Context: an optimization exercise on an open-source flow, tuned for small area. The choices shown serve that exercise and are no tape-out recipe. The RTL was checked by simulation tests, not by an equivalence proof against the original design.

## blue
// delay_calc_top
module delay_calc_top (
    input  logic                                 clk,
    input  logic                                 reset,
    input  logic                                 start,
    input  logic signed [delay_pkg::coord_w-1:0] x_elem,
    input  logic signed [delay_pkg::coord_w-1:0] z_elem,
    input  logic signed [delay_pkg::coord_w-1:0] x_focus,
    input  logic signed [delay_pkg::coord_w-1:0] z_focus,
    input  logic        [delay_pkg::elem_w-1:0]  elem,
    output logic        [delay_pkg::delay_w-1:0] delay_out,
    output logic        [delay_pkg::elem_w-1:0]  elem_out,
    output logic                                 done
);
==> flow/config.mk <==
export PLATFORM = sky130hd
export DESIGN_NAME = delay_calc_top
export DESIGN_NICKNAME = delay_calc_top
export VERILOG_FILES = /design/flow/design.v
export SDC_FILE = /design/flow/constraint.sdc
export NUM_CORES = 4
export LEC_CHECK = 0
export CAP_MARGIN = 20
export CORE_MARGIN = 2
export CORE_UTILIZATION = 40
export SLEW_MARGIN = 20
==> flow/constraint.sdc <==
create_clock -name core_clock -period 7.5 [get_ports {clk}]
set_input_delay 1.5000 -clock core_clock [delete_from_list [all_inputs] [get_ports {clk}]]
set_output_delay 1.5000 -clock core_clock [all_outputs]
set_load 0.01 [all_outputs]
standard.sh (not shown) runs the stock make flow with config.mk's settings and CLKGATE_MAP_FILE= SYNTH_SCRIPT=/design/flow/synth_recipe.tcl, a recipe that flattens the netlist after the stock synthesis.
==> flow/flow/run.sh <==
#!/bin/bash
set -euo pipefail
W=$PWD
{
  echo "include $W/config.mk"
  echo "export BUFFER_PORTS_ARGS = -buffer_cell sky130_fd_sc_hd__buf_1"
  echo "export CTS_ARGS = -sink_clustering_enable -repair_clock_nets -dont_use_dummy_load -buf_list sky130_fd_sc_hd__clkbuf_8"
  echo "export REMOVE_ABC_BUFFERS = 1"
} > "$W/own_config.mk"
sed "s#DESIGN_CONFIG=[^ ]*#DESIGN_CONFIG=$W/own_config.mk#" standard.sh > "$W/own_standard.sh"
bash "$W/own_standard.sh" > "$W/own_flow.log" 2>&1
For purple, these inputs were changed with respect to blue:
==> flow/flow/run.sh <==
#!/bin/bash
# Layout flow: the standard flow (standard.sh) with three changes to how the layout is
# made: the port buffers are sky130_fd_sc_hd__buf_1 cells, clock tree synthesis adds no
# dummy loads, and its buffers come from the list below. Everything else (synthesis,
# floorplan, power grid, tap cells, placement, routing) is the standard flow.
set -euo pipefail
W=$PWD
{
  echo "include $W/config.mk"
  echo "export BUFFER_PORTS_ARGS = -buffer_cell sky130_fd_sc_hd__buf_1"
  echo "export CTS_ARGS = -sink_clustering_enable -repair_clock_nets -dont_use_dummy_load"
} > "$W/own_config.mk"
sed "s#DESIGN_CONFIG=[^ ]*#DESIGN_CONFIG=$W/own_config.mk#" standard.sh > "$W/own_standard.sh"
bash "$W/own_standard.sh" > "$W/own_flow.log" 2>&1
- purple finished end to end and its layout was clean on timing, DRC and antenna.
- purple ended up with a higher number of design-rule violations left by the first detailed-router iteration than blue did.
- Between blue and purple, the average via count per standard cell does not differ in any meaningful way.
- purple ends up with a via count of the first global-routing pass that is about 1.9% higher than in blue.

---

## job 9911
delay_calc_top again, from the RTL that the note above started with.
clock: 7.5 ns
lec_check: 0
cap_margin: 20
core_margin: 2
core_utilization: 40
slew_margin: 20
run.sh (not shown) runs the stock make flow with config.mk's settings and CLKGATE_MAP_FILE= SYNTH_SCRIPT=/design/flow/synth_recipe.tcl, a recipe that flattens the netlist after the stock synthesis.
Stock flow here: none of the scripts above is used.
The following lists how job 3362 was set up differently from job 9911:
# job 9911
export LEC_CHECK = 0
export CAP_MARGIN = 20
export CORE_MARGIN = 2
export CORE_UTILIZATION = 40
export SLEW_MARGIN = 20
create_clock -name core_clock -period 7.5 [get_ports {clk}]
# job 3362
export LEC_CHECK = 0
export CAP_MARGIN = 20
export CORE_MARGIN = 2
export CORE_UTILIZATION = 40
export GPL_TIMING_DRIVEN = 0
export SLEW_MARGIN = 20
create_clock -name core_clock -period 7.5 [get_ports {clk}]
==> flow/flow/run.sh (new file) <==
#!/bin/bash
set -euo pipefail
W=$PWD
{
  echo "include $W/config.mk"
  echo "export BUFFER_PORTS_ARGS = -buffer_cell sky130_fd_sc_hd__buf_1"
  echo "export CTS_ARGS = -sink_clustering_enable -repair_clock_nets -dont_use_dummy_load -buf_list sky130_fd_sc_hd__clkbuf_8"
  echo "export REMOVE_ABC_BUFFERS = 1"
} > "$W/own_config.mk"
sed "s#DESIGN_CONFIG=[^ ]*#DESIGN_CONFIG=$W/own_config.mk#" standard.sh > "$W/own_standard.sh"
bash "$W/own_standard.sh" > "$W/own_flow.log" 2>&1
==> flow/standard.sh (new file) <==
#!/bin/bash
# synth_recipe.tcl (not shown) runs the flow's synth.tcl, then flattens the netlist and writes it again
# the make line also repeats each setting of config.mk as NAME=value (left out here)
make -C /OpenROAD-flow-scripts/flow DESIGN_CONFIG=/design/flow/config.mk WORK_HOME=/design/flow/orfs CLKGATE_MAP_FILE= SYNTH_SCRIPT=/design/flow/synth_recipe.tcl "${@:-finish}"
removed: flow/run.sh
--- outcome ---
Comparing job 9911 against job 3362, there is no change at all in count of clock-buffer cells in the layout.
Diff job 3362 and job 9911: placement-stage worst setup slack lower in job 9911
Delta(via count, job 3362 - job 9911) > 0
Job 3362: all stages complete, timing, DRC and antenna checks passed
On final hold slack, job 3362 and job 9911 are basically level.
From job 9911 to job 3362 the numbers moved as follows: routed wire length went down about 1%; non-clock buffer count went down about 12%; total of cells resized after clock tree synthesis went down 2.

## static timing again, ports no longer ideal
The results above use ideal ports. As a check the final layouts listed here were re-extracted and re-timed, cells and wires unchanged.
Step 1 assumes that a clkbuf_16 drives the clock port and a buf_2 every other input.
Step 2, shift: input delay + t, output delay - t, t = (earliest + latest rising clock arrival at the registers) / 2. This alone moves slack from input paths to output paths.
Slacks: ideal / step 1 / step 2; pairs: ideal / step 1.
run	t, ns	setup slack, ns	worst hold slack (ns)	slew at the worst register clock pin (ns)	worst slew at a driven data input, ns
blue	0.402	0.292 / 0.309 / -0.093	0.328 / 0.328 / 0.328	0.09 / 0.09	0.04
purple	0.379	0.255 / 0.269 / -0.110	0.323 / 0.323 / 0.323	0.07 / 0.07	0.03
job 9911	0.391	0.190 / 0.212 / -0.179	0.326 / 0.326 / 0.326	0.07 / 0.07	0.04
job 3362	0.392	0.262 / 0.262 / -0.077	0.328 / 0.328 / 0.328	0.09 / 0.09	0.04
Met with ideal ports but missed after step 2: setup timing in every run listed. The setup slack of blue, which loses most, moves by +0.017 ns with the drivers and by -0.385 ns with both steps.
